Context: an optimization exercise on an open-source flow, tuned for small area and a short achievable clock period. The choices shown serve that exercise and are no tape-out recipe.
Function was not checked in any run shown here: the RTL went through the layout flow alone.
Power and IR drop assume default switching activity.

$ cat flow/design.v
`timescale 1ns/1ps
`default_nettype none
module lead_zero_count
(
    input  wire  [105:0] fract,
    output logic [6:0]   count
);
    logic [127:0] x;
    logic [63:0]  v1;  logic [63:0]  c1;    
    logic [31:0]  v2;  logic [63:0]  c2;    
    logic [15:0]  v3;  logic [47:0]  c3;    
    logic [7:0]   v4;  logic [31:0]  c4;    
    logic [3:0]   v5;  logic [19:0]  c5;    
    logic [1:0]   v6;  logic [11:0]  c6;    
    assign x = {fract, 1'b1, 21'b0};
    always_comb
    begin
        for (int i = 0; i < 64; i++)
        begin
            v1[i] = x[2*i+1] | x[2*i];
            c1[i] = ~x[2*i+1];
        end
        for (int i = 0; i < 32; i++)
        begin
            v2[i] = v1[2*i+1] | v1[2*i];
            c2[2*i+:2] = v1[2*i+1] ? {1'b0, c1[2*i+1]} : {1'b1, c1[2*i]};
        end
        for (int i = 0; i < 16; i++)
        begin
            v3[i] = v2[2*i+1] | v2[2*i];
            c3[3*i+:3] = v2[2*i+1] ? {1'b0, c2[2*(2*i+1)+:2]} : {1'b1, c2[2*(2*i)+:2]};
        end
        for (int i = 0; i < 8; i++)
        begin
            v4[i] = v3[2*i+1] | v3[2*i];
            c4[4*i+:4] = v3[2*i+1] ? {1'b0, c3[3*(2*i+1)+:3]} : {1'b1, c3[3*(2*i)+:3]};
        end
        for (int i = 0; i < 4; i++)
        begin
            v5[i] = v4[2*i+1] | v4[2*i];
            c5[5*i+:5] = v4[2*i+1] ? {1'b0, c4[4*(2*i+1)+:4]} : {1'b1, c4[4*(2*i)+:4]};
        end
        for (int i = 0; i < 2; i++)
        begin
            v6[i] = v5[2*i+1] | v5[2*i];
            c6[6*i+:6] = v5[2*i+1] ? {1'b0, c5[5*(2*i+1)+:5]} : {1'b1, c5[5*(2*i)+:5]};
        end
        count = v6[1] ? {1'b0, c6[11:6]} : {1'b1, c6[5:0]};
    end
endmodule
`default_nettype wire
`timescale 1ns/1ps
`default_nettype none
module normalizer
(
    input  wire  [105:0] fract_in,
    input  wire  [10:0]  exp_in,
    output logic [52:0]  trunc_out,    
    output logic         guard_out,    
    output logic         sticky_out,   
    output logic [10:0]  exp_out,      
    output logic [10:0]  exp_inc_out,  
    output logic         denorm_out,
    output logic         kill_out,     
    output logic         exp_ovf_out,  
    output logic         exp_top_out   
);
    logic [10:0]  e1;        
    logic [6:0]   lz;
    logic [6:0]   sh;        
    logic [6:0]   bit_gt;    
    logic [6:0]   bit_eq;    
    logic         limited;   
    assign e1 = {exp_in[10:1], exp_in[0] | ~|exp_in[10:1]};
    lead_zero_count u_lzc
    (
        .fract (fract_in),
        .count (lz)
    );
    always_comb
    begin
        for (int k = 0; k < 7; k++)
        begin
            bit_gt[k] = lz[k] & ~e1[k];
            bit_eq[k] = lz[k] ~^ e1[k];
        end
        limited = 1'b0;
        for (int k = 0; k < 7; k++)
        begin
            logic above_eq;
            above_eq = 1'b1;
            for (int j = k + 1; j < 7; j++)
                above_eq = above_eq & bit_eq[j];
            limited = limited | (bit_gt[k] & above_eq);
        end
        limited = limited & ~|e1[10:7];
    end
    assign sh = limited ? e1[6:0] : lz;
    logic [105:0] p6, p5, p4, p3, p2, p1, p0;
    logic [5:0]   drop;
    always_comb
    begin
        for (int i = 0; i < 106; i++)
        begin
            p6[i] = (i >= 64) ? (fract_in[i] | (sh[6] & fract_in[i-64])) :
                    (i >= 42) ? fract_in[i] : (fract_in[i] & ~sh[6]);
            p5[i] = (i >= 74) ? (p6[i] | (sh[5] & p6[i-32])) :
                    (i >= 32) ? (sh[5] ? p6[i-32] : p6[i]) : (p6[i] & ~sh[5]);
            p4[i] = (i >= 90) ? (p5[i] | (sh[4] & p5[i-16])) :
                    (i >= 16) ? (sh[4] ? p5[i-16] : p5[i]) : (p5[i] & ~sh[4]);
            p3[i] = (i >= 98) ? (p4[i] | (sh[3] & p4[i-8])) :
                    (i >= 8)  ? (sh[3] ? p4[i-8] : p4[i]) : (p4[i] & ~sh[3]);
            p2[i] = (i >= 102) ? (p3[i] | (sh[2] & p3[i-4])) :
                    (i >= 4)   ? (sh[2] ? p3[i-4] : p3[i]) : (p3[i] & ~sh[2]);
            p1[i] = (i >= 104) ? (p2[i] | (sh[1] & p2[i-2])) :
                    (i >= 2)   ? (sh[1] ? p2[i-2] : p2[i]) : (p2[i] & ~sh[1]);
            p0[i] = (i >= 105) ? (p1[i] | (sh[0] & p1[i-1])) :
                    (i >= 1)   ? (sh[0] ? p1[i-1] : p1[i]) : (p1[i] & ~sh[0]);
        end
        drop[5] = ~sh[5] & (|p6[20:1] | (p6[0] & |sh[4:0]));
        drop[4] = ~sh[4] & |p5[36:21];
        drop[3] = ~sh[3] & |p4[44:37];
        drop[2] = ~sh[2] & |p3[48:45];
        drop[1] = ~sh[1] & |p2[50:49];
        drop[0] = ~sh[0] & p1[51];
    end
    assign trunc_out   = p0[105:53];
    assign guard_out   = p0[52];
    assign sticky_out  = |drop;
    assign denorm_out  = limited;
    assign exp_out     = limited ? 11'd1 : exp_in + 11'd1 - {4'b0, lz};
    assign exp_inc_out = limited ? 11'd2 : exp_in + 11'd2 - {4'b0, lz};
    assign kill_out    = ~|exp_in & ~fract_in[105] & ~fract_in[104];
    assign exp_ovf_out = fract_in[105] & (&exp_in[10:1]);
    assign exp_top_out = (&exp_in[10:2]) &
                         ((fract_in[105] & (exp_in[1:0] == 2'd1 | exp_in[1:0] == 2'd2)) |
                          (~fract_in[105] & fract_in[104] & exp_in[1]) |
                          (fract_in[105:103] == 3'b001 & exp_in[1:0] == 2'd3));
endmodule
`default_nettype wire
`timescale 1ns/1ps
`default_nettype none
module rounder
(
    input  wire          clk,
    input  wire          reset,
    input  wire          sign,
    input  wire  [1:0]   r_mode,
    input  wire  [52:0]  in_trunc,
    input  wire          in_guard,
    input  wire          in_sticky,
    input  wire  [10:0]  in_exp,       
    input  wire  [10:0]  in_exp_inc,   
    input  wire          in_denorm,
    input  wire          in_kill,
    input  wire          in_exp_ovf,
    input  wire          in_exp_top,   
    output logic [52:0]  fract_out,
    output logic [10:0]  exp_out,
    output logic         dn_out,
    output logic         ine_out,
    output logic         overflow_out,
    output logic         infinite_out
);
    logic        inexact;
    logic        round_inc;
    logic        carry;
    logic [52:0] fract_rnd;
    logic        overflow;
    logic        to_inf;
    logic [52:0] fract_next;
    logic [10:0] exp_next;
    assign inexact = in_guard | in_sticky;
    always_comb
    begin
        case (r_mode)
            2'd0:    round_inc = in_guard & (in_sticky | in_trunc[0]);
            2'd1:    round_inc = 1'b0;
            2'd2:    round_inc = inexact & ~sign;
            default: round_inc = inexact & sign;
        endcase
    end
    logic [7*53-1:0] pre;
    logic [52:0]     all;
    always_comb
    begin
        pre[52:0] = in_trunc;
        for (int l = 1; l < 7; l++)
            for (int i = 0; i < 53; i++)
                if (((i >> (l - 1)) & 1) == 1)
                    pre[53*l + i] = pre[53*(l-1) + i] &
                                    pre[53*(l-1) + ((i >> (l - 1)) << (l - 1)) - 1];
                else
                    pre[53*l + i] = pre[53*(l-1) + i];
        all = pre[7*53-1:6*53];
    end
    assign carry     = round_inc & all[52];
    assign fract_rnd = (in_trunc ^ ({53{round_inc}} & {all[51:0], 1'b1})) | {carry, 52'b0};
    assign overflow = in_exp_ovf | (carry & in_exp_top);
    assign to_inf   = overflow & ((r_mode == 2'd0) | ((r_mode == 2'd2) & ~sign) |
                                  ((r_mode == 2'd3) & sign));
    always_comb
    begin
        if (to_inf | in_kill)
            fract_next = '0;
        else if (overflow)
            fract_next = '1;
        else
            fract_next = fract_rnd;
        if (to_inf)
            exp_next = 11'h7FF;
        else if (overflow)
            exp_next = 11'h7FE;
        else if (in_kill)
            exp_next = 11'd1;
        else
            exp_next = carry ? in_exp_inc : in_exp;
    end
    always_ff @(posedge clk)
    begin
        if (reset)
        begin
            fract_out    <= '0;
            exp_out      <= '0;
            dn_out       <= 1'b0;
            ine_out      <= 1'b0;
            overflow_out <= 1'b0;
            infinite_out <= 1'b0;
        end
        else
        begin
            fract_out    <= fract_next;
            exp_out      <= exp_next;
            dn_out       <= in_denorm;
            ine_out      <= (inexact & ~in_kill) | overflow;
            overflow_out <= overflow;
            infinite_out <= to_inf;
        end
    end
endmodule
`default_nettype wire
`timescale 1ns/1ps
`default_nettype none
module norm_rnd
(
    input  wire          clk,
    input  wire          reset,
    input  wire  [105:0] fract_in,
    input  wire  [10:0]  exp_in,
    input  wire          sign,
    input  wire  [1:0]   r_mode,
    output logic [52:0]  fract_out,
    output logic [10:0]  exp_out,
    output logic         dn_out,
    output logic         ine_out,
    output logic         overflow_out,
    output logic         infinite_out
);
    logic [52:0] nb_trunc;
    logic        nb_guard;
    logic        nb_sticky;
    logic [10:0] nb_exp;
    logic [10:0] nb_exp_inc;
    logic        nb_denorm;
    logic        nb_kill;
    logic        nb_exp_ovf;
    logic        nb_exp_top;
    normalizer u_normalizer
    (
        .fract_in    (fract_in),
        .exp_in      (exp_in),
        .trunc_out   (nb_trunc),
        .guard_out   (nb_guard),
        .sticky_out  (nb_sticky),
        .exp_out     (nb_exp),
        .exp_inc_out (nb_exp_inc),
        .denorm_out  (nb_denorm),
        .kill_out    (nb_kill),
        .exp_ovf_out (nb_exp_ovf),
        .exp_top_out (nb_exp_top)
    );
    rounder u_rounder
    (
        .clk          (clk),
        .reset        (reset),
        .sign         (sign),
        .r_mode       (r_mode),
        .in_trunc     (nb_trunc),
        .in_guard     (nb_guard),
        .in_sticky    (nb_sticky),
        .in_exp       (nb_exp),
        .in_exp_inc   (nb_exp_inc),
        .in_denorm    (nb_denorm),
        .in_kill      (nb_kill),
        .in_exp_ovf   (nb_exp_ovf),
        .in_exp_top   (nb_exp_top),
        .fract_out    (fract_out),
        .exp_out      (exp_out),
        .dn_out       (dn_out),
        .ine_out      (ine_out),
        .overflow_out (overflow_out),
        .infinite_out (infinite_out)
    );
endmodule
`default_nettype wire
$ cat flow/flow/run.sh
#!/bin/bash
# The standard layout, with plain buf_1 cells as the port buffers instead of
# the delay cells buffer_ports picks by default. Every port still gets its
# own buffer.
set -euo pipefail
export BUFFER_PORTS_ARGS="-buffer_cell sky130_fd_sc_hd__buf_1"
export SETUP_SLACK_MARGIN=4
bash standard.sh > standard_flow.log 2>&1
$ cat flow/standard.sh
#!/bin/bash
# synth_recipe.tcl (not shown) runs the flow's synth.tcl, then flattens the netlist and writes it again
# the make line also repeats each setting of config.mk as NAME=value (left out here)
make -C /OpenROAD-flow-scripts/flow DESIGN_CONFIG=/design/flow/config.mk WORK_HOME=/design/flow/orfs CLKGATE_MAP_FILE= SYNTH_SCRIPT=/design/flow/synth_recipe.tcl "${@:-finish}"
$ cat flow/config.mk
export PLATFORM = sky130hd
export DESIGN_NAME = norm_rnd
export DESIGN_NICKNAME = norm_rnd
export VERILOG_FILES = /design/flow/design.v
export SDC_FILE = /design/flow/constraint.sdc
export NUM_CORES = 4
export LEC_CHECK = 0
export ABC_AREA = 1
export CAP_MARGIN = 20
export CORE_MARGIN = 2
export CORE_UTILIZATION = 30
export SLEW_MARGIN = 20
export TNS_END_PERCENT = 100
$ cat flow/constraint.sdc
create_clock -name core_clock -period 14.0 [get_ports {clk}]
set_input_delay 2.8000 -clock core_clock [delete_from_list [all_inputs] [get_ports {clk}]]
set_output_delay 2.8000 -clock core_clock [all_outputs]
set_load 0.01 [all_outputs]
==> notes.md, run 1 <==
The average cell area after synthesis is 5.25 µm², and the summed negative setup slack over all endpoints is 0 ns. Dividing the detail-routed wire length by the instance count gives 19.4 µm. The slew at the pin closest to its max-slew limit is 1.05 ns.

The setup path with the least slack is of type input port to flop. The critical path contains buffers and inverters numbering 4 combined. Across the VDD grid, the largest voltage drop is 0.0555 mV. The cell area that synthesis handed to floorplanning was 11,300 µm².

The worst-case headroom to the max-slew limit came out at 0.290. For the number of global-route vias before repair, the log shows 14,300. In this run, synthesis produced a sequential element count of 68. The residual antenna-violating net count after detailed routing is 0, and the critical path required time is 14.21 ns. The stage delay of the slowest cell on the critical path was 0.39 ns; the maximum net fanout on the critical path was 38. The tool flagged a number of max-cap violations equal to 0. Dividing the detail-routed via count by the number of cells gives 5.54.

The clock passes through at most 2 buffers. The sequential cell area fraction in the yosys report is 0.120, and the worst setup slack before clock tree synthesis is 3.02 ns. For the number of nets in the final layout, the log shows 2,425. Clock tree synthesis found a total of 68 sinks.

Post-synthesis to final-layout area growth: 11.7%. The number of different library cells used by synthesis comes to 46. The die covers 39,400 µm².

The count of buffers added on input and output ports is 189. The placed instances occupy a cell area of 12,200 µm². The first global-routing pass estimated 80,500 µm of wire. For the worst hold slack across all endpoints, the log shows 2.89 ns.

The share of synthesized flip-flops with an asynchronous set or reset was 0; the part of the cycle the worst path needs was 0.680. The minimum clock period after layout came out at 9.52 ns. Based on the critical path, the design can be clocked at up to 105 MHz.

With fillers left out, the area of the finished cells amounts to 12,700 µm². The worst setup path is launched from an input port. By instance count, the cell type seen most on the critical path is nand2_1. The floorplan die height was 198 µm; the maximum number of pins on one net before global-route repair was 79. Before antenna repair, the detailed router went through 5 iterations.

The most used flip-flop cell after synthesis is dfxtp_1. Count of synthesis-stage warnings from yosys: 3. The floorplan core area was 37,400 µm²; the post-detailed-placement half-perimeter wirelength was 42,600 µm.

After global routing the overflow that remains totals 0. The tools report the H-tree depth as 3. Among all stages on the critical path, the largest delay is contributed by ha_1.

Post-route worst setup slack: 4.48 ns. The net count after synthesis came out at 2,318. The number of placed instances, taps included, is 2,762. Number of primary I/O pins: 190.

Clock tree synthesis inserted a total of 9 buffers. Summed over all cells, the static leakage comes to 5.94 nW. The clock root buffer was clkbuf_16.

The number of enable flip-flop cells after synthesis came out at 0. The final-report setup violation count came out at 0. TritonCTS built the clock tree.

The logs give 2,781 for the final standard cell count with taps included and fillers excluded and 0.266 for the global-route total usage across every layer. The worst hold-check path type is input port to flop. The tools report the fraction of the core area covered by cells at the end of the flow as 0.339.

0 antenna diodes ended up in the layout. The die is 198 µm wide. The final count of pins violating max slew was 0; the endpoint arrival time on the critical path was 9.73 ns. The overall power after layout is 0.753 mW, and the post-CTS clock slew at the launch and capture registers of the worst setup and hold paths is 0.05 ns. For the gate count after technology mapping, the log shows 2,160.

The logs give 53,800 µm for the total length of routed wires and 1,772 for the number of design-rule violations left by the first detailed-router iteration. The worst setup path is captured at a flop. The run gives 0 as the number of endpoints with negative hold slack in the final report. Setup repair after global routing left no endpoint under its margin. The initial core utilization was 0.303; the number of antenna violations at the first check in global routing was 1.

Top cell family by delay on the critical path: simple AND/OR/NAND/NOR gates. The floorplan has 71 rows. In this run the power density over the cells is 59.4 nW/µm².

The flow ran to the end and the layout has no timing, DRC or antenna violations. After detailed routing, the number of remaining DRC violations is 0. The fraction of final layout cells sized beyond drive strength 1 was 0.0405. The placer congestion estimate was 1.03; the number of vias after detailed routing was 15,400.
final timing paths:
kind | from | to | slack (ns) | cells past startpoint
max | fract_in[105] | u_rounder.fract_out[4] | 4.48 | 38
min | reset | u_rounder.dn_out | 2.89 | 2
logic make-up (layout without fill, tap and decap cells):
kind of cell               count (synthesis)  count (layout)  share of synthesized area
DFF                                       68              68                      0.120
buffers and inverters                    297             403                      0.115
AOI/OAI and AO/OA                        183             183                     0.0924
adders and majority gates                 36              36                     0.0411
xor gates and xnor gates                  29              29                     0.0224
and+or+nand+nor                         1547            1551                      0.609
placed cells by master, fill, tap and decap left out, types with 4 or more instances in the layout:
master,n
a21oi_1,86
buf_1,189
buf_4,5
buf_6,4
clkbuf_16,9
dfxtp_1,68
ha_1,34
inv_1,176
inv_2,8
nand2_1,572
nand2_2,10
nand2_4,6
nand3_1,628
nand3_4,7
nand3b_1,4
nand4_1,29
nor2_1,245
nor2_2,13
nor2_4,9
nor3_1,16
nor4_1,5
o211ai_1,11
o21ai_0,47
o21ai_1,7
o21ai_4,4
o21bai_1,12
xnor2_1,11
xor2_1,18
synth_stat cells (all sizes together) (4+ instances only):
cell | instances | share of area
nand3b | 4 | 0.0026
ha | 34 | 0.038
nand4 | 30 | 0.017
nand2 | 589 | 0.20
nor2 | 267 | 0.095
inv | 188 | 0.062
xnor2 | 11 | 0.0085
a21oi | 86 | 0.038
dfxtp | 68 | 0.12
nor3 | 17 | 0.0075
clkbuf | 19 | 0.0063
o211ai | 11 | 0.0073
o21ai | 58 | 0.028
nand3 | 633 | 0.28
o21bai | 12 | 0.0079
nor4 | 5 | 0.0028
xor2 | 18 | 0.014
buf | 89 | 0.046
per-layer routing:
layer / routed length [µm] / GRT usage / vias up
met2: 24500 / 0.443 / 768
met3: 4930 / 0.0638 / 141
met1: 22100 / 0.329 / 7083
li1: - / - / 7404
met4: 2300 / 0.106 / 2
met5: 13 / 0 / -
registers in the layout, summed over array words and instances (netlist names):
| name | cells |
|---|---|
| u_rounder.fract_out | 53 |
| u_rounder.exp_out | 11 |
| u_rounder.dn_out | 1 |
| u_rounder.ine_out | 1 |
| u_rounder.infinite_out | 1 |
| u_rounder.overflow_out | 1 |
what timing repair did:
action / 4_1_cts / 5_1_grt
pin swaps: 0 / 2
gates resized for setup: 9 / 24
setup endpoints to repair: 63 / 67
hold buffers: 0 / 0
setup buffers: 0 / 1
cloned: 0 / 4
report_power, final:
part | internal, mW | leakage, nW | switching [mW]
sequential | 0.213 | 0.566 | 0.00557
clock | 0.121 | 0.131 | 0.0784
combinational | 0.102 | 5.25 | 0.232
area by class of cell:
type / instances / area, µm²
fillers: 4294 / 24700
inverters: 189 / 734
clock inverters: 3 / 15.0
flip-flops and latches: 68 / 1360
repair buffers: 200 / 827
well taps: 511 / 639
clock buffers: 11 / 243
multi-input cells: 1799 / 8840
==> inputs of run 2 (changes only) <==
--- a/flow/flow/run.sh
+++ b/flow/flow/run.sh
@@ -5,4 +5,4 @@
 set -euo pipefail
 export BUFFER_PORTS_ARGS="-buffer_cell sky130_fd_sc_hd__buf_1"
-export SETUP_SLACK_MARGIN=4
+export SETUP_SLACK_MARGIN=6
 bash standard.sh > standard_flow.log 2>&1
==> notes.md, run 2 <==
The tools report the total iterations of the first detailed-routing run as 7. The power per cell area came out at 50.4 nW/µm². The post-route worst setup slack is 6.00 ns, and the floorplan core area is 37,400 µm². In the routed design, unresolved DRC markers number 0. In the final routed layout, each cell accounts on average for 21.6 µm. The hold buffer count at CTS came out at 0.

The share of synthesized flip-flops with an asynchronous set or reset is 0, and the count of synthesis-stage warnings from yosys is 3. Counting distinct cell types in the post-synthesis netlist gives 46. After global routing the overflow that remains totals 0. Worst-case headroom to the max-slew limit: 0.200. In this run the deepest clock path goes through 2 buffers. Setup repair after global routing left no endpoint under its margin.

The congestion estimate from routability-driven global placement came to 1.03. After detailed routing, the number of vias per cell comes to 5.84. Timing analysis after detailed placement gives a worst setup slack of 3.02 ns.

The number of nets in the final layout came out at 2,556. The tree built by TritonCTS fans out to 68 sinks. The die covers 39,400 µm². The most instantiated flip-flop cell in the synthesis netlist is dfxtp_1. Detailed placement finished with a half-perimeter wire length of 42,600 µm. The worst ir drop on vdd is 0.0565 mV, and the final-report setup violation count is 0.

The number of flip-flops in the largest register is 53. The path class of the tightest hold or removal check is input port to flop. For the global routing usage on met2, the log shows 0.471. By startpoint and endpoint, the worst setup path is classified as input port to flop. The tools report the number of global-route vias before repair as 15,100.

The timing-limited maximum frequency is 125 MHz, and the total length of routed wires is 62,800 µm. The TritonCTS buffer count was 9; the stage delay of the slowest cell on the critical path was 0.28 ns. The sequential cell area fraction in the yosys report was 0.120.

The floorplan has 71 rows. The max-capacitance violation count is 0, and the H-tree depth is 3. Synthesis produced 2,160 cells. The tools report the critical path startpoint category as an input port. STA puts the critical path data arrival time at 8.23 ns. STA classifies the critical path endpoint as a flop. The first global-routing pass estimated 86,600 µm of wire.

By area the synthesized netlist is led by nand3_1 (28%), nand2_1 (19%), dfxtp_1 (12%). TritonCTS built the clock tree. Together, buffers and inverters on the worst path number 6. The fraction of final layout cells sized beyond drive strength 1 is 0.269. For the number of vias after detailed routing, the log shows 17,000.

The largest total area in the synthesized netlist belongs to nand3_1. The die is 198 µm wide. The critical path's most frequent cell is nand2_4. In the synthesized netlist, the cells that appear most often are nand3_1 (629), nand2_1 (573), nor2_1 (246).

The number of nets in the synthesized netlist is 2,318. The global-route total usage across every layer is 0.288, and the post-CTS clock slew at the launch and capture registers of the worst setup and hold paths is 0.05 ns. The initial core utilization is 0.303, and the part of the cycle the worst path needs is 0.572. In the final timing run, aggregate negative setup slack is 0 ns.

Counting flops with a built-in enable in the synthesized netlist gives 0. The number of endpoints with negative hold slack in the final report was 0; the register bit count reported by yosys was 68. The run gives 11,300 µm² as the netlist area before placement. Entering global routing, the biggest net connects 79 pins.

The detail route stage leaves a number of antenna-violating nets equal to 0. The run gives 14.23 ns as the critical path required time. The highest-utilization routing layer at the global route stage was met2. Pin placement for this block handled 190 I/O pins.

The number of antenna violations at the first check in global routing was 1. The tools report the clock root buffer as clkbuf_16. Counting I/O delays and the setup requirement, the final critical path takes 8.00 ns.

The flow ran to the end and the layout has no timing, DRC or antenna violations. After the first detailed-routing iteration, the DRC count stood at 2,060. In this run the tool buffered the top-level ports with 189 buffer cells. Top cell family by delay on the critical path: simple AND/OR/NAND/NOR gates. The slew at the pin closest to its max-slew limit was 1.20 ns; the fraction of synthesized cell area taken by the top area cell type was 0.278. For this design the static power due to leakage is 7.56 nW. The leading cell type in the layout, fill and taps excluded was nand2_1. The worst-path cell with the longest stage delay is ha_4. The average cell area after synthesis came out at 5.25 µm². In the layout the commonest cells are nand2_1 (475), nand3_1 (387), nand3_2 (221). The maximum net fanout on the critical path was 9; the final count of pins violating max slew was 0. For the met1 demand-to-capacity share in global routing, the log shows 0.353. The die is 198 µm tall. The post-synthesis to final-layout area growth was 45.9%. The most repeated cell in the gate-level netlist after synthesis is nand3_1. The tools report the met3 capacity usage during global routing as 0.0724. u_rounder.fract_out holds more flip-flops than any other register. The tools report the fraction of the core area covered by cells at the end of the flow as 0.442. Power comes to 0.833 mW. The largest registers in the layout are u_rounder.fract_out x53, u_rounder.exp_out x11.

The number of antenna diodes in the final layout is 0.
run 2: cell counts after synthesis:
Identical to the previous run, type by type.
run 2: report_power, final:
part | switching, mW | internal [mW] | total (mW)
registers | 0.00554 | 0.213 | 0.219
clock network | 0.0794 | 0.121 | 0.201
logic | 0.275 | 0.139 | 0.414
run 2: tightest hold or removal path, cell delays in order:
cell	delay, ns
buf_1	0.17
nor2_1	0.13
nand2_1	0.06
nand2_1	0.05
run 2: kinds of logic after synthesis:
group           after synthesis  synth area share
compound gates              183            0.0924
xor+xnor                     29            0.0224
fa+ha+maj                    36            0.0411
buf+inv                     297             0.115
flops                        68             0.120
simple gates               1547             0.609
run 2: timing repair:
| action | CTS | global route |
|---|---|---|
| endpoints found under the setup margin | 67 | 67 |
| gates cloned | 17 | 23 |
| pin swaps | 25 | 110 |
| gates resized for setup | 141 | 456 |
| buffers inserted | 29 | 66 |
run 2: worst paths after layout:
kind / start / slack, ns / depth (start not counted) / end
setup / recovery: fract_in[103] / 6.00 / 38 / u_rounder.fract_out[14]
hold / removal: reset / 2.90 / 4 / u_rounder.exp_out[0]
run 2: per-layer routing:
layer  share of wire  routed length, µm
met4           0.061               3830
met2            0.44              27900
met1            0.38              23900
met3            0.11               7150
met5         0.00022                 14
run 2: area by class of cell:
| cell class | count | area, µm² |
|---|---|---|
| inverter | 189 | 791 |
| sequential | 68 | 1360 |
| timing repair inverter | 3 | 42.5 |
| clock inverter | 3 | 15.0 |
| fill | 3925 | 20900 |
| multi-input combinational | 1808 | 11100 |
| timing repair buffer | 319 | 2360 |
| clock buffer | 11 | 243 |
| tap | 511 | 639 |
run 2: per-stage QoR:
stage / cell area, µm² / cells / hold WS [ns]
2_1_floorplan: 11300 / 2160 / 2.87
3_3_place_gp: 12200 / 2762 / 3.19
3_5_place_dp: 12200 / 2762 / 3.19
4_1_cts: 13600 / 2822 / 2.88
5_1_grt: 16500 / 2912 / 2.90
6_report: 16500 / 2912 / 2.90
==> inputs of run 3 (changes only) <==
--- a/flow/flow/run.sh
+++ b/flow/flow/run.sh
@@ -5,4 +5,3 @@
 set -euo pipefail
 export BUFFER_PORTS_ARGS="-buffer_cell sky130_fd_sc_hd__buf_1"
-export SETUP_SLACK_MARGIN=6
 bash standard.sh > standard_flow.log 2>&1
--- a/flow/config.mk
+++ b/flow/config.mk
@@ -10,4 +10,6 @@
 export CORE_MARGIN = 2
 export CORE_UTILIZATION = 30
+export PLACE_DENSITY = 0.8
+export SETUP_SLACK_MARGIN = 5
 export SLEW_MARGIN = 20
 export TNS_END_PERCENT = 100
==> notes.md, run 3 <==
Summing all non-filler instances in the final layout gives an area of 12,900 µm². Setup violations remaining at the end of the flow were counted as 0. For the max-capacitance violation count, the log shows 0. The global-route total usage across every layer was 0.240; the stage delay of the slowest cell on the critical path was 0.48 ns. The remaining design rule violation count is 0, and the total iterations of the first detailed-routing run is 7. In this run the cell area measured after placement is 12,200 µm². Synthesis produced a netlist with a net count of 2,318. The maximum clock insertion buffer count is 2. The root buffer cell chosen for the clock tree is clkbuf_16. The timing-limited maximum frequency came out at 117 MHz. Hold repair after CTS inserted 0 buffers. The flow ran to the end and the layout has no timing, DRC or antenna violations. The critical path's most frequent cell is nand2_1. Setup repair after global routing left no endpoint under its margin. The logs give 0 for the number of endpoints with negative hold slack in the final report and 190 for the number of primary I/O pins.

The number of antenna violations at the first check in global routing was 0. The number of flip-flops in the largest register was 53; the number of vias after detailed routing was 15,700. The library cell used most frequently in the layout, excluding fill and tap cells, is nand3_1.

The maximum net fanout on the critical path was 72; the fraction of final layout cells sized beyond drive strength 1 was 0.0491. Each instance of the synthesized netlist takes up on average 5.25 µm². At the worst endpoint, the required time is 14.22 ns. The floorplan step defined a die boundary enclosing 39,400 µm². For the placed instance count, the log shows 2,763. The design draws 0.783 mW. The part of the cycle the worst path needs works out to 0.613.

The total inserted antenna cells is 0, and the number of clock sinks seen by CTS is 68. Counting flops with a built-in enable in the synthesized netlist gives 0. TritonCTS created 9 clock buffers. The clock tree synthesis step divided the H-tree into 3 levels. The HPWL after detailed placement is 38,400 µm. In the layout the commonest cells are nand3_1 (626), nand2_1 (570), nor2_1 (241).

The floorplan step set the die width to 198 µm. The fraction of synthesized cell area taken by the top area cell type is 0.278, and the number of design-rule violations left by the first detailed-router iteration is 2,337. The tools report the floorplan core area as 37,400 µm².

Fraction of the core area covered by cells at the end of the flow: 0.345. The worst setup path is captured at a flop. The worst-case IR drop observed on VDD is 0.0647 mV.

The average wire per cell in the routed design came out at 17.6 µm. In the synthesized netlist the dominant register cell turns out to be dfxtp_1. The floorplan die height is 198 µm, and the per-cell via count in the routed design is 5.62. For this design, the slowest cell found on the critical path is nor2_1. For the number of global-route vias before repair, the log shows 13,900. The post-synthesis to final-layout area growth was 13.9%.

The most repeated cell in the gate-level netlist after synthesis is nand3_1. Leaving out filler cells and counting taps, the final layout contains 2,792. The worst hold-check path type is input port to flop. Row generation in the floorplan step produced 71 rows. For the pin with the worst max-slew slack, the measured transition is 1.04 ns. The power per cell area is 60.7 nW/µm², and the count of unique library cells instantiated by Yosys is 46. The tools report the worst-case headroom to the max-slew limit as 0.304. The initial core utilization came out at 0.303. By startpoint and endpoint, the worst setup path is classified as input port to flop. Summed over all layers, the routed wires come to 49,300 µm. Data arrives at the worst endpoint at 8.80 ns. For the gate count after technology mapping, the log shows 2,160. u_rounder.fract_out holds more flip-flops than any other register.

At the end of routability-driven placement, the weighted congestion stood at 1.05. STA classifies the critical path startpoint as an input port. Entering global routing, the biggest net connects 79 pins. Buffers placed on the I/O ports in this run total 189.

The first global-routing pass estimated 73,900 µm of wire. The logs give 0 for the final count of pins violating max slew and 0 for the remaining global-route overflow. After clock tree synthesis, the clock-pin slew on the worst setup and hold paths is 0.06 ns. The cell area that synthesis handed to floorplanning was 11,300 µm².

Count of synthesis-stage warnings from yosys: 3. TritonCTS built the clock tree. After synthesis, the most frequently instantiated cells are nand3_1 (629), nand2_1 (573), nor2_1 (246).

The share of synthesized flip-flops with an asynchronous set or reset is 0. The sequential cell area fraction in the yosys report came out at 0.120. The largest registers in the layout are u_rounder.fract_out x53, u_rounder.exp_out x11. Of all cell types, the one taking the most synthesized area is nand3_1. For this run, the post-layout net count is 2,434. The count of nets left with antenna violations once routing finished came out at 0. The worst path needs 8.58 ns of the cycle, external delays included. Synthesis inferred 68 register bits. For this design the static power due to leakage is 6.04 nW.

Adding up every negative setup slack in the final design gives 0 ns. Yosys attributes the largest share of cell area to nand3_1 (28%), nand2_1 (19%), dfxtp_1 (12%).
## run 3: cell counts after synthesis
No cell type changed its count.
## run 3: final timing paths
kind	startpoint	endpoint	slack, ns	cells past startpoint
max	fract_in[8]	u_rounder.exp_out[0]	5.42	39
min	reset	u_rounder.dn_out	2.83	2
## run 3: worst max-delay path, delay by kind of cell
kind / cells / cell delay [ns]
simple gates: 29 / 4.09
compound gates: 4 / 0.62
fa+ha+maj: 1 / 0.28
buf+inv: 5 / 0.93
## run 3: per-layer routing
metal,global-route usage,routed length (µm),part of all wire,up-vias
met5,0,0,0,-
met2,0.402,22400,0.45,995
met4,0.129,3080,0.062,0
met3,0.0383,5060,0.10,214
li1,-,-,-,7440
met1,0.294,18700,0.38,7045
## run 3: layout make-up
cell class	count	area, µm²
Clock buffer	9	225
Clock inverter	7	80.1
Fill cell	4191	24500
Inverter	189	757
Multi-Input combinational cell	1803	8940
Sequential cell	68	1360
Tap cell	511	639
Timing Repair Buffer	205	906
## run 3: cells by family after synthesis
logic type | Yosys count | share of synthesized area
buffers and inverters | 297 | 0.115
AOI/OAI and AO/OA | 183 | 0.0924
DFF | 68 | 0.120
xor gates and xnor gates | 29 | 0.0224
adders and majority gates | 36 | 0.0411
and+or+nand+nor | 1547 | 0.609
## run 3: where the power goes
group	switching [mW]	internal, mW
Sequential	0.00771	0.213
Combinational	0.229	0.103
Clock	0.0909	0.140
Total	0.327	0.456
## run 3: metrics by stage
step	setup WS, ns	hold WS (ns)
global placement	3.89	3.19
floorplan	6.78	2.87
CTS	5.00	2.81
detailed placement	3.84	3.14
global route	5.02	2.82
finish	5.42	2.83
## run 3: timing repair
action                                  CTS  global route
pin swaps                                 1             5
setup buffers                             0             4
endpoints found under the setup margin   67            67
cloned                                    2             7
resized for setup                        19            48
==> inputs of run 4 (changes only) <==
--- a/flow/design.v
+++ b/flow/design.v
@@ -67,34 +67,18 @@
 );
     logic [10:0]  e1;        
-    logic [6:0]   lz;
+    logic [105:0] stop;      
     logic [6:0]   sh;        
-    logic [6:0]   bit_gt;    
-    logic [6:0]   bit_eq;    
-    logic         limited;   
+    logic         fzero;
     assign e1 = {exp_in[10:1], exp_in[0] | ~|exp_in[10:1]};
+    always_comb
+    begin
+        for (int i = 0; i < 106; i++)
+            stop[i] = ~|e1[10:7] & (e1[6:0] == 7'(105 - i));
+    end
     lead_zero_count u_lzc
     (
-        .fract (fract_in),
-        .count (lz)
+        .fract (fract_in | stop),
+        .count (sh)
     );
-    always_comb
-    begin
-        for (int k = 0; k < 7; k++)
-        begin
-            bit_gt[k] = lz[k] & ~e1[k];
-            bit_eq[k] = lz[k] ~^ e1[k];
-        end
-        limited = 1'b0;
-        for (int k = 0; k < 7; k++)
-        begin
-            logic above_eq;
-            above_eq = 1'b1;
-            for (int j = k + 1; j < 7; j++)
-                above_eq = above_eq & bit_eq[j];
-            limited = limited | (bit_gt[k] & above_eq);
-        end
-        limited = limited & ~|e1[10:7];
-    end
-    assign sh = limited ? e1[6:0] : lz;
     logic [105:0] p6, p5, p4, p3, p2, p1, p0;
     logic [5:0]   drop;
@@ -128,7 +112,8 @@
     assign guard_out   = p0[52];
     assign sticky_out  = |drop;
-    assign denorm_out  = limited;
-    assign exp_out     = limited ? 11'd1 : exp_in + 11'd1 - {4'b0, lz};
-    assign exp_inc_out = limited ? 11'd2 : exp_in + 11'd2 - {4'b0, lz};
+    assign fzero       = ~|fract_in;
+    assign denorm_out  = ~p0[105] & ~(fzero & (|e1[10:7] | (e1[6:0] >= 7'd106)));
+    assign exp_out     = exp_in + 11'd1 - {4'b0, sh};
+    assign exp_inc_out = exp_in + 11'd2 - {4'b0, sh};
     assign kill_out    = ~|exp_in & ~fract_in[105] & ~fract_in[104];
     assign exp_ovf_out = fract_in[105] & (&exp_in[10:1]);
--- a/flow/config.mk
+++ b/flow/config.mk
@@ -10,5 +10,4 @@
 export CORE_MARGIN = 2
 export CORE_UTILIZATION = 30
-export PLACE_DENSITY = 0.8
 export SETUP_SLACK_MARGIN = 5
 export SLEW_MARGIN = 20
==> notes.md, run 4 <==
The first global-routing pass estimated 92,200 µm of wire. Synthesis produced a netlist whose cell count is 2,394. The tools report the max-capacitance violation count as 0. The flow ran to the end and the layout has no timing, DRC or antenna violations.

The part of the cycle the worst path needs is 0.619, and the number of vias after detailed routing is 16,800. The finished layout holds 3,042 standard cells, fillers aside. The logs give 3 for the H-tree depth and 0 for the number of endpoints with negative hold slack in the final report.

Sorting the synthesized cells by area gives the leading types as nand2_1 (21%), nand3_1 (20%), dfxtp_1 (11%). Summed over all nets, the half-perimeter wirelength after detailed placement is 49,100 µm. Dividing the detail-routed wire length by the instance count gives 20.2 µm.

For the worst setup slack before clock tree synthesis, the log shows 2.68 ns. Among the stages of the critical path, the cell type that occurs most often is nand2_1. The remaining design rule violation count is 0. After routing the design area is 14,000 µm². The fraction of synthesized cell area taken by the top area cell type came out at 0.209. After detailed placement, the total cell area comes to 13,300 µm². In the post-synthesis netlist, the cell with the most instances is nand2_1.

Sequential cell area fraction in the yosys report: 0.107. The number of global-route vias before repair was 15,600; the count of unique library cells instantiated by Yosys was 57. For the post-route worst setup slack, the log shows 5.33 ns. Clock-pin slew was measured on the worst setup and hold paths at 0.05 ns.

The count of nets left with antenna violations once routing finished came out at 0. The static power due to leakage was 6.42 nW; the stage delay of the slowest cell on the critical path was 0.32 ns. The tools report the number of antenna violations at the first check in global routing as 0. The logs give 0.334 for the fraction of the core area covered by cells at the end of the flow and 4,895 for the count of fill cells added during filler insertion. Before antenna repair, the detailed router went through 6 iterations.

For the final routed database, the setup TNS stands at 0 ns. Routability-driven placement finished with a final weighted congestion of 1.05. The critical path startpoint category was an input port. Derived from the worst setup path, the maximum achievable clock frequency is 115 MHz.

The register with the most flip-flops in the layout has 53 of them. Counting I/O delays and the setup requirement, the final critical path takes 8.67 ns. The overall power after layout came out at 0.807 mW. The root buffer cell chosen for the clock tree is clkbuf_16.

The register ranked first by flip-flop count is u_rounder.fract_out. Port buffering added 189 buffers. The library cell used most frequently in the layout, excluding fill and tap cells, is nand2_1. In the layout the commonest cells are nand2_1 (704), nand3_1 (506), nor2_1 (259). Post-synthesis to final-layout area growth: 10.1%.

The worst ir drop on vdd came out at 0.0615 mV. Setup repair after global routing left no endpoint under its margin. Of all nets on the critical path, the largest fanout is 58.

The slowest stage of the critical path is the nor2_4 cell. Initial core utilization: 0.303. Entering global routing, the biggest net connects 76 pins.

The floorplan die width was 210 µm. The worst setup path is captured at a flop. The largest registers in the layout are u_rounder.fract_out x53, u_rounder.exp_out x11. In this run, synthesis inferred 0 flip-flops with an integrated enable.

The Yosys step of the flow raised 3 warnings. CTS saw 68 sinks. For the worst setup path, the data required time is 14.22 ns. The global-route total usage across every layer was 0.273.

The tools report the final count of pins violating max slew as 0. The number of core rows was 75; the number of nets in the final layout was 2,649. The netlist area before placement is 12,700 µm², and the per-cell via count in the routed design is 5.51. In this run, the number of DRC markers left after iteration 0 of detailed routing was 2,138. For this run, the leading register cell type out of synthesis is dfxtp_1.

The total length of routed wires was 61,500 µm; the endpoint arrival time on the critical path was 8.88 ns. The TritonCTS buffer count is 9, and the placed instance count is 3,011. The critical path start-end classification is input port to flop. The tools report the final-report setup violation count as 0.

In this run the power density over the cells is 57.7 nW/µm². 190 I/O pins were placed. The share of synthesized flip-flops with an asynchronous set or reset is 0. The tightest min-delay check is of the input port to flop type.

The tightest hold path in the finished design has a slack of 2.78 ns. The floorplan core area was 41,900 µm²; the register bit count reported by yosys was 68. The maximum clock insertion buffer count is 2, and the worst-case headroom to the max-slew limit is 0.201.

The fraction of final layout cells sized beyond drive strength 1 is 0.0652. The slew at the pin closest to its max-slew limit works out to 1.19 ns. TritonCTS built the clock tree.

In this run the vertical extent of the chip is 210 µm. In this run the mean area of a mapped cell was 5.30 µm². The remaining global-route overflow is 0, and the area enclosed by the die boundary is 44,000 µm². For the net count after synthesis, the log shows 2,546.

The biggest area contributor in the post-synthesis netlist is nand2_1. The cell count of the worst hold path works out to 4. Counting instances in the post-synthesis netlist gives the leading cell types as nand2_1 (707), nand3_1 (507), nor2_1 (265).
## run 4: cell types whose count changed after synthesis, sizes merged, moves of 20 or more
cell   change
nand2    +136
nand4     +27
inv       +30
o21ai     +58
nor2      +43
buf       +20
nand3    -117
## run 4: critical path, delay by kind of cell
family / cells / cell delay (ns)
buffers and inverters: 7 / 1.56
AO/OA/AOI/OAI: 2 / 0.41
adder cells (fa/ha/maj): 1 / 0.23
AND/OR/NAND/NOR: 25 / 3.80
## run 4: kinds of logic after synthesis
| kind of cell | share of synthesized area |
|---|---|
| XOR/XNOR | 0.0262 |
| adder cells (fa/ha/maj) | 0.0308 |
| AND/OR/NAND/NOR | 0.592 |
| AO/OA/AOI/OAI | 0.112 |
| buffers and inverters | 0.132 |
| flip-flops | 0.107 |
## run 4: report_power, final
group / total [mW] / leakage, nW / internal [mW] / switching, mW
clock network: 0.216 / 0.142 / 0.136 / 0.0798
registers: 0.221 / 0.567 / 0.214 / 0.00681
logic: 0.371 / 5.71 / 0.108 / 0.263
## run 4: path summary, 6_finish.rpt
| kind | from | end | slack, ns |
|---|---|---|---|
| max | exp_in[7] | u_rounder.fract_out[44] | 5.33 |
| min | reset | u_rounder.exp_out[0] | 2.78 |
## run 4: per-layer routing
metal,track usage,vias to the layer above,part of all wire,wire length (µm)
met5,0,-,0,0
met4,0.125,0,0.060,3670
met3,0.0599,223,0.096,5880
met2,0.447,894,0.44,27200
met1,0.343,7550,0.40,24800
li1,-,8109,-,-
## run 4: final cells by class
type                    count  area, µm²  share of cell area
diodes                      2       5.00            0.000358
well taps                 539        674              0.0482
flip-flops and latches     68       1360              0.0974
inverters                 224        886              0.0634
multi-input cells        1985       9830               0.703
clock buffers              10        229              0.0164
repair buffers            209        937              0.0670
clock inverters             5       53.8             0.00385
## run 4: repair_timing
item                                    4_1_cts  5_1_grt
cloned                                        2        3
endpoints found under the setup margin       67       67
buffers inserted                              0        9
resized for setup                            23       36
pin swaps                                     1        5
hold buffers                                  0        0
==> inputs of run 5 (changes only) <==
--- a/flow/design.v
+++ b/flow/design.v
@@ -67,39 +67,51 @@
 );
     logic [10:0]  e1;        
-    logic [105:0] stop;      
+    logic         e1_big;    
+    logic [6:0]   e2;        
     logic [6:0]   sh;        
-    logic         fzero;
-    assign e1 = {exp_in[10:1], exp_in[0] | ~|exp_in[10:1]};
-    always_comb
-    begin
-        for (int i = 0; i < 106; i++)
-            stop[i] = ~|e1[10:7] & (e1[6:0] == 7'(105 - i));
-    end
-    lead_zero_count u_lzc
-    (
-        .fract (fract_in | stop),
-        .count (sh)
-    );
+    logic [7:0]   at_e1;     
+    assign e1     = {exp_in[10:1], exp_in[0] | ~|exp_in[10:1]};
+    assign e1_big = |e1[10:7] | (e1[6:0] >= 7'd106);
+    assign e2     = e1_big ? 7'd106 : e1[6:0];
     logic [105:0] p6, p5, p4, p3, p2, p1, p0;
     logic [5:0]   drop;
     always_comb
     begin
-        for (int i = 0; i < 106; i++)
-        begin
+        at_e1[7] = 1'b1;
+        sh[6]    = ~|fract_in[105:42] & (~at_e1[7] | e2[6]);
+        at_e1[6] = at_e1[7] & (sh[6] == e2[6]);
+        for (int i = 0; i < 106; i++)
             p6[i] = (i >= 64) ? (fract_in[i] | (sh[6] & fract_in[i-64])) :
                     (i >= 42) ? fract_in[i] : (fract_in[i] & ~sh[6]);
+        sh[5]    = ~|p6[105:74] & (~at_e1[6] | e2[5]);
+        at_e1[5] = at_e1[6] & (sh[5] == e2[5]);
+        for (int i = 0; i < 106; i++)
             p5[i] = (i >= 74) ? (p6[i] | (sh[5] & p6[i-32])) :
                     (i >= 32) ? (sh[5] ? p6[i-32] : p6[i]) : (p6[i] & ~sh[5]);
+        sh[4]    = ~|p5[105:90] & (~at_e1[5] | e2[4]);
+        at_e1[4] = at_e1[5] & (sh[4] == e2[4]);
+        for (int i = 0; i < 106; i++)
             p4[i] = (i >= 90) ? (p5[i] | (sh[4] & p5[i-16])) :
                     (i >= 16) ? (sh[4] ? p5[i-16] : p5[i]) : (p5[i] & ~sh[4]);
+        sh[3]    = ~|p4[105:98] & (~at_e1[4] | e2[3]);
+        at_e1[3] = at_e1[4] & (sh[3] == e2[3]);
+        for (int i = 0; i < 106; i++)
             p3[i] = (i >= 98) ? (p4[i] | (sh[3] & p4[i-8])) :
                     (i >= 8)  ? (sh[3] ? p4[i-8] : p4[i]) : (p4[i] & ~sh[3]);
+        sh[2]    = ~|p3[105:102] & (~at_e1[3] | e2[2]);
+        at_e1[2] = at_e1[3] & (sh[2] == e2[2]);
+        for (int i = 0; i < 106; i++)
             p2[i] = (i >= 102) ? (p3[i] | (sh[2] & p3[i-4])) :
                     (i >= 4)   ? (sh[2] ? p3[i-4] : p3[i]) : (p3[i] & ~sh[2]);
+        sh[1]    = ~|p2[105:104] & (~at_e1[2] | e2[1]);
+        at_e1[1] = at_e1[2] & (sh[1] == e2[1]);
+        for (int i = 0; i < 106; i++)
             p1[i] = (i >= 104) ? (p2[i] | (sh[1] & p2[i-2])) :
                     (i >= 2)   ? (sh[1] ? p2[i-2] : p2[i]) : (p2[i] & ~sh[1]);
+        sh[0]    = ~p1[105] & (~at_e1[1] | e2[0]);
+        at_e1[0] = at_e1[1] & (sh[0] == e2[0]);
+        for (int i = 0; i < 106; i++)
             p0[i] = (i >= 105) ? (p1[i] | (sh[0] & p1[i-1])) :
                     (i >= 1)   ? (sh[0] ? p1[i-1] : p1[i]) : (p1[i] & ~sh[0]);
-        end
         drop[5] = ~sh[5] & (|p6[20:1] | (p6[0] & |sh[4:0]));
         drop[4] = ~sh[4] & |p5[36:21];
@@ -112,6 +124,5 @@
     assign guard_out   = p0[52];
     assign sticky_out  = |drop;
-    assign fzero       = ~|fract_in;
-    assign denorm_out  = ~p0[105] & ~(fzero & (|e1[10:7] | (e1[6:0] >= 7'd106)));
+    assign denorm_out  = ~p0[105] & ~(~|fract_in & e1_big);
     assign exp_out     = exp_in + 11'd1 - {4'b0, sh};
     assign exp_inc_out = exp_in + 11'd2 - {4'b0, sh};
==> notes.md, run 5 <==
The total area inside the core boundary comes to 37,500 µm². The area enclosed by the die boundary is 39,500 µm². The number of antenna violations at the first check in global routing is 0. Of all nets on the critical path, the largest fanout is 15. In this design, the critical path's most frequently occurring cell is nand2_1.

Most instantiated flip-flop cell in the synthesis netlist: dfxtp_1. The number of endpoints with negative hold slack in the final report is 0, and the average wire per cell in the routed design is 18.8 µm. The slew at the pin closest to its max-slew limit was 0.909 ns; the final standard cell count with taps included and fillers excluded was 2,865. In this run, synthesis produced a sequential element count of 68. The slowest stage of the critical path is the fa_2 cell.

The final-report setup violation count is 0, and the floorplan die width is 199 µm. The area of placed instances was 12,100 µm². The maximum number of pins on one net before global-route repair was 111; the fraction of the core area covered by cells at the end of the flow was 0.379. For the worst setup path, the data arrival time is 9.08 ns.

Leaving out fill and tap cells, the most frequent cell in the layout is nand2_1. Counting distinct cell types in the post-synthesis netlist gives 49. The endpoint kind of the worst setup timing path was a flop. In the post-synthesis netlist, the cell with the most instances is nand2_1. For this run, design rule violations remaining after detail routing come to 0. Timing would allow up to 113 MHz. Setup repair after global routing left no endpoint under its margin.

The stage delay of the slowest cell on the critical path is 0.40 ns, and the number of primary I/O pins is 190. The logs give 0.849 mW for the overall power after layout and 54,000 µm for the total length of routed wires. For the multi-input logic area, the log shows 8940 µm². The post-synthesis adder-cell area fraction is 0.0343, and the post-CTS clock slew at the launch and capture registers of the worst setup and hold paths is 0.06 ns.

Across the whole layout, storage elements account for 1360 µm². Cell type contributing the most total cell area after synthesis: nand2_1. The number of vias after detailed routing is 14,800, and the number of design-rule violations left by the first detailed-router iteration is 1,305. The area growth from synthesis to layout is 24.9%.

The critical path start-end classification is input port to flop. At the placement stage, the worst setup path has a slack of 2.42 ns. The largest registers in the layout are u_rounder.fract_out x53, u_rounder.exp_out x11. The fraction of final layout cells sized beyond drive strength 1 was 0.124; the mux contribution to synthesized area was 0.000880. By area the synthesized netlist is led by nand2_1 (23%), dfxtp_1 (12%), inv_1 (9.0%). Counting every sink on the clock net gives 68. The worst path meets setup with 5.18 ns of slack. The logs give 0 ns for the summed negative setup slack over all endpoints and 9 for the TritonCTS buffer count. For the total iterations of the first detailed-routing run, the log shows 6. The mapped netlist covers 11,400 µm². Sorting the synthesized cells by how often they occur yields nand2_1 (685), inv_1 (273), nor2_1 (252). The finished cells cover 14,200 µm².

The number of flip-flops in the largest register came out at 53. The run gives 2,316 as the net count after synthesis. In the layout the commonest cells are nand2_1 (652), inv_1 (266), nor2_1 (235). The static power due to leakage is 7.33 nW.

In this run the tool buffered the top-level ports with 189 buffer cells. The part of the cycle the worst path needs came out at 0.630. At the worst endpoint, the required time is 14.26 ns. The clock root buffer is clkbuf_16. The first global-routing pass estimated 75,100 µm of wire. The minimum clock period after layout was 8.82 ns; the maximum clock insertion buffer count was 2.

By area, the combinational part of the netlist is dominated by simple AND/OR/NAND/NOR gates. The worst hold-check path type is input port to flop. The sequential cell area fraction in the yosys report came out at 0.120.

The fraction of synthesized cell area taken by the top area cell type came out at 0.226. For the count of synthesis-stage warnings from yosys, the log shows 2. At the end of routability-driven placement, the weighted congestion stood at 1.01.

The synthesized-area fraction occupied by ao, oa, aoi and oai cells was 0.143; the worst hold slack across all endpoints was 2.98 ns. The logs give 13,000 for the number of global-route vias before repair and 2,754 for the placed instance count. The run gives 0 as the final count of pins violating max slew.

The initialized floorplan defines 71 standard-cell rows. The floorplan die height was 199 µm; the post-detailed-placement half-perimeter wirelength was 39,100 µm. The tools report the max-capacitance violation count as 0.

The share of synthesized flip-flops with an asynchronous set or reset was 0. u_rounder.fract_out holds more flip-flops than any other register. The run finished with no timing, DRC or antenna violations. For this design the ratio of total power to cell area is 59.7 nW/µm². The xor-xnor portion of the synthesized cell area was 0.0454.

The worst setup path is launched from an input port. TritonCTS built the clock tree. The layout has 4,325 filler cells.

The net count of the finished layout is 2,501. The tools report the initial core utilization as 0.304. The H-tree generated during clock tree synthesis spans 3 levels. The residual antenna-violating net count after detailed routing came out at 0. After synthesis, the mean cell area works out to 5.26 µm². The number of antenna diodes in the final layout is 0. The global-route total usage across every layer was 0.248; the gate count after technology mapping was 2,164. In the routed layout, each cell is associated on average with a via count of 5.16.

The synthesized design contains 0 enable-type register cells. The synthesized-area fraction occupied by and/or/nand/nor cells is 0.497. After global routing the overflow that remains totals 0. IR analysis of the VDD net gives a maximum drop of 0.0596 mV.

The worst-case headroom to the max-slew limit came out at 0.386.
-- run 5: changes by cell type after synthesis, sizes merged, moves of 9 or more --
cell    before  now
nand3      516  211
o21ai      116  209
inv        218  287
a21oi       88   39
nor2       310  274
clkbuf      13   39
nand2      725  699
buf        109   85
xor2        30   46
o21bai      10   22
nor4        10   19
o211ai      10    1
-- run 5: critical path, delay by kind of cell --
kind	cells	cell delay (ns)
AOI/OAI and AO/OA	2	0.35
buffers and inverters	9	1.28
xor gates and xnor gates	1	0.18
and+or+nand+nor	36	3.68
adders and majority gates	3	0.75
-- run 5: kinds of logic after synthesis --
family                     Yosys count
AOI/OAI and AO/OA                  292
DFF                                 68
and+or+nand+nor                   1299
adders and majority gates           30
muxes                                1
buffers and inverters              415
xor gates and xnor gates            59
-- run 5: timing repair --
| item | in CTS | in global routing |
|---|---|---|
| endpoints found under the setup margin | 68 | 67 |
| gates resized for setup | 62 | 105 |
| gates cloned | 17 | 21 |
| setup buffers | 10 | 46 |
| pin swaps | 11 | 62 |
| hold buffers | 0 | 0 |
-- run 5: where the power goes --
part	internal, mW	leakage, nW	switching [mW]
logic	0.124	6.60	0.257
registers	0.213	0.566	0.00493
clock network	0.166	0.162	0.0841
total	0.503	7.33	0.346
-- run 5: final cells by class --
cell class	instances	area share
timing repair inverter	1	0.000352
timing repair buffer	273	0.128
tap	511	0.0450
sequential	68	0.0958
inverter	291	0.0779
multi-input combinational	1705	0.629
clock buffer	11	0.0178
clock inverter	5	0.00572
-- run 5: final timing paths --
check,start,to,slack [ns],cells past startpoint
max,fract_in[59],u_rounder.exp_out[9],5.18,51
min,reset,u_rounder.exp_out[5],2.98,2
-- run 5: layer usage --
metal / share of wire / up-vias / GRT usage
li1: - / 7260 / -
met1: 0.44 / 6793 / 0.331
met2: 0.46 / 625 / 0.417
met3: 0.056 / 117 / 0.0207
met4: 0.044 / 0 / 0.0862
met5: 0 / - / 0
==> inputs of run 6 (changes only) <==
--- a/flow/config.mk
+++ b/flow/config.mk
@@ -6,5 +6,5 @@
 export NUM_CORES = 4
 export LEC_CHECK = 0
-export ABC_AREA = 1
+export ABC_AREA = 0
 export CAP_MARGIN = 20
 export CORE_MARGIN = 2
==> notes.md, run 6 <==
The tools report the detailed-routed wire length on met2 as 26,100 µm. Setup repair after global routing could not meet its margin everywhere. The cell count of the worst hold path came out at 2.

190 I/O pins were placed. The cell family contributing the most delay on the critical path is compound AO/OA/AOI/OAI gates. The met1 layer wirelength in the final routing came out at 22,200 µm.

The most instantiated flip-flop cell in the synthesis netlist was dfxtp_1. For this design the ratio of total power to cell area is 59.1 nW/µm². Counting every sink on the clock net gives 68. The number of antenna violations at the first check in global routing was 1; the total inserted antenna cells was 0. From synthesis to final layout, the design area changed by 40.7%. Clock root buffer: clkbuf_16.

The run gives 56,900 µm as the total length of routed wires. For the final routed database, the setup TNS stands at 0 ns. The number of enable flip-flop cells after synthesis came out at 0.

The floorplan has 68 rows. The tools report the remaining global-route overflow as 0. Dividing the detail-routed via count by the number of cells gives 6.41. After clock tree synthesis, the clock-pin slew on the worst setup and hold paths is 0.06 ns. Maximum clock insertion buffer count: 2.

The slowest stage of the critical path belongs to the cell or4_4. The die is 192 µm wide. u_rounder.fract_out holds more flip-flops than any other register.

Fraction of synthesized cell area taken by the top area cell type: 0.128. Ranked by instance count, the synthesized netlist is headed by nor2_1 (160), a21oi_1 (149), nand2_1 (148). For this block, the initial DRC count from the detailed router was 1,903.

The tools report the critical path required time as 14.30 ns. Setup violations remaining at the end of the flow were counted as 0. The H-tree generated during clock tree synthesis spans 3 levels. The critical path startpoint category is an input port. The average wire per cell in the routed design is 25.5 µm, and the timing-limited maximum frequency is 108 MHz. The residual antenna-violating net count after detailed routing is 0.

The worst-case headroom to the max-slew limit is 0.208. For this design the static power due to leakage is 5.72 nW. Counting stages on the worst path, the most repeated cell is buf_4. After detailed routing, the number of remaining DRC violations is 0. The largest registers in the layout are u_rounder.fract_out x53, u_rounder.exp_out x11. The register bit count reported by yosys is 68. The library cells used most frequently in the layout, excluding fill and tap cells, are buf_1 (174), nor2_1 (146), nand2_1 (145). Routed length on met3: 5460 µm. Leaving out fill and tap cells, the most frequent cell in the layout is buf_1. The buffering stage count on the worst path with inverters included is 9, and the slew at the pin closest to its max-slew limit is 1.19 ns. Routed signal wires occupy layers up through met4.

The number of flip-flops in the largest register was 53; the maximum number of pins on one net before global-route repair was 60. For the net count after synthesis, the log shows 1,657. The run finished with no timing, DRC or antenna violations.

Total power for the finished layout comes to 0.881 mW. In this run the cell area of the synthesized design comes to 10,600 µm². The count of input and output buffers was 189; the post-detailed-placement half-perimeter wirelength was 38,200 µm. The floorplan step defined a core boundary enclosing 34,600 µm². The layout has 3,445 filler cells. TritonCTS built the clock tree.

The average instance in the mapped netlist occupies 7.04 µm². In this run the worst path has a maximum fanout of 8. Area enclosed by the die boundary: 36,800 µm². Cell type contributing the most total cell area after synthesis: dfxtp_1. The part of the cycle the worst path needs is 0.660. In the post-route analysis, the smallest setup slack over all paths is 4.76 ns. Counting distinct cell types in the post-synthesis netlist gives 104.

The tools report the endpoint kind of the worst setup timing path as a flop. The worst ir drop on vdd is 0.0569 mV, and the endpoint arrival time on the critical path is 9.54 ns. The gate count after technology mapping came out at 1,505. By area the synthesized netlist is led by dfxtp_1 (13%), mux2i_1 (9.3%), a21oi_1 (7.0%).

The placed instance count was 2,056; the max-capacitance violation count was 0. The worst hold path terminates at u_rounder.exp_out[0]. The global-route total usage across every layer is 0.288, and the floorplan die height is 192 µm.

At the end of routability-driven placement, the weighted congestion stood at 1.05. Among all cell types in the netlist, the one instantiated most often is nor2_1. Fraction of final layout cells sized beyond drive strength 1: 0.268. The total iterations of the first detailed-routing run is 6, and the worst setup slack before clock tree synthesis is 1.52 ns. Leaving out filler cells and counting taps, the final layout contains 2,228. In this run the worst hold path is classified as input port to flop. In this design, the stage delay of the slowest critical-path cell is 0.63 ns. The number of endpoints with negative hold slack in the final report is 0.

Minimum clock period after layout: 9.24 ns. The tools report the count of synthesis-stage warnings from yosys as 2. Critical path start-end classification: input port to flop. The initial core utilization came out at 0.306. The number of clock buffers added by TritonCTS is 9.

The share of synthesized flip-flops with an asynchronous set or reset is 0, and the sequential cell area fraction in the yosys report is 0.128. The final count of pins violating max slew is 0, and the number of nets in the final layout is 1,920. The first global-routing pass estimated 81,000 µm of wire.

The number of global-route vias before repair was 13,500. In this run the most critical hold path is launched from reset. The routed layout has 14,300 vias.
==> run 6: cell types whose count changed in the layout (fill, tap and decap cells not counted), moves of 70 or more <==
| cell | change |
|---|---|
| nor2_1 | -89 |
| a21oi_1 | +70 |
| nand3_1 | -159 |
| nand2_1 | -507 |
| inv_1 | -236 |
| o21ai_0 | -72 |
| mux2i_1 | +95 |
==> run 6: worst max path at each step <==
stage / from / endpoint / slack (ns) / cells past startpoint
3_5_place_dp: fract_in[51] / u_rounder.fract_out[31] / 1.52 / 25
5_1_grt: fract_in[42] / u_rounder.exp_out[8] / 4.68 / 26
4_1_cts: fract_in[39] / u_rounder.exp_out[8] / 4.84 / 25
6_report: fract_in[42] / u_rounder.exp_out[9] / 4.76 / 27
2_1_floorplan: fract_in[37] / u_rounder.exp_out[6] / 5.00 / 27
3_3_place_gp: fract_in[51] / u_rounder.fract_out[30] / 1.73 / 25
==> run 6: cells by family (layout without fill, tap and decap cells) <==
kind of cell,after synthesis,count (layout),share of synthesized area
compound gates,528,531,0.344
simple gates,566,573,0.265
fa+ha+maj,30,30,0.0368
flops,68,68,0.128
xor+xnor,30,30,0.0248
mux,138,138,0.136
buf+inv,145,403,0.0640
==> run 6: layout make-up <==
cell class                 count  area (µm²)  area share
tap                          455         569      0.0382
inverter                      36         214      0.0143
clock buffer                  11         253      0.0169
timing repair buffer         346        2520       0.169
clock inverter                 5        83.8     0.00562
multi-input combinational   1302        9860       0.661
timing repair inverter         5        51.3     0.00344
sequential                    68        1360      0.0913
==> run 6: power by group <==
group,total [mW],internal [mW],switching (mW)
sequential,0.220,0.215,0.00569
clock,0.254,0.166,0.0880
combinational,0.407,0.155,0.252
==> run 6: timing repair <==
| action | 4_1_cts | 5_1_grt |
|---|---|---|
| buffers inserted | 76 | 48 |
| gates cloned | 20 | 12 |
| endpoints found under the setup margin | 67 | 67 |
| hold buffers | 0 | 0 |
| pin swaps | 47 | 57 |
| resized for setup | 170 | 171 |
==> run 6: per-stage QoR <==
stage	instance area, µm²	hold WS, ns	utilization
after global placement	11500	3.14	0.332
after detailed placement	11500	3.13	0.332
after floorplan	10600	2.87	-
final	14900	2.81	0.431
after global routing	14900	2.82	0.431
after CTS	13500	2.76	0.391
==> run 6: layer usage <==
metal  global-route usage  vias to the layer above
li1                     -                     6327
met1                0.356                     6847
met2                0.473                      894
met3               0.0568                      203
met4                0.151                        0
met5                    0                        -

==> re-timing with driven ports <==
The results above use ideal ports. As a check the final layouts listed here were re-extracted and re-timed, cells and wires unchanged. Step 1 (the two cells are an assumption about what drives the block):
set clk [get_ports {clk}]
set_driving_cell -lib_cell sky130_fd_sc_hd__clkbuf_16 $clk
set_driving_cell -lib_cell sky130_fd_sc_hd__buf_2 [delete_from_list [all_inputs] $clk]
Step 2, shift: input delay + t, output delay - t, t = (earliest + latest rising clock arrival at the registers) / 2. This alone moves slack from input paths to output paths. Three values: ideal ports, drivers, drivers and shift; two values: the first two.
run	t, ns	slack for setup (ns)	worst setup path at the end	slew at the worst register clock pin (ns)	cell pins on the clock port's net
run 1	0.389	4.484 / 4.512 / 4.123	input to register	0.05 / 0.05	1
run 2	0.395	5.997 / 6.018 / 5.623	input to register	0.05 / 0.05	1
run 3	0.364	5.424 / 5.437 / 5.073	input to register	0.06 / 0.06	1
run 4	0.382	5.334 / 5.348 / 4.966	input to register	0.06 / 0.06	1
run 5	0.380	5.181 / 5.195 / 4.815	input to register	0.06 / 0.06	1
run 6	0.393	4.760 / 4.774 / 4.382	input to register	0.06 / 0.06	1
After both steps every run listed still meets setup and hold. For run 6, which loses most, drivers alone change the setup slack by +0.014 ns; drivers and shift together by -0.378 ns.
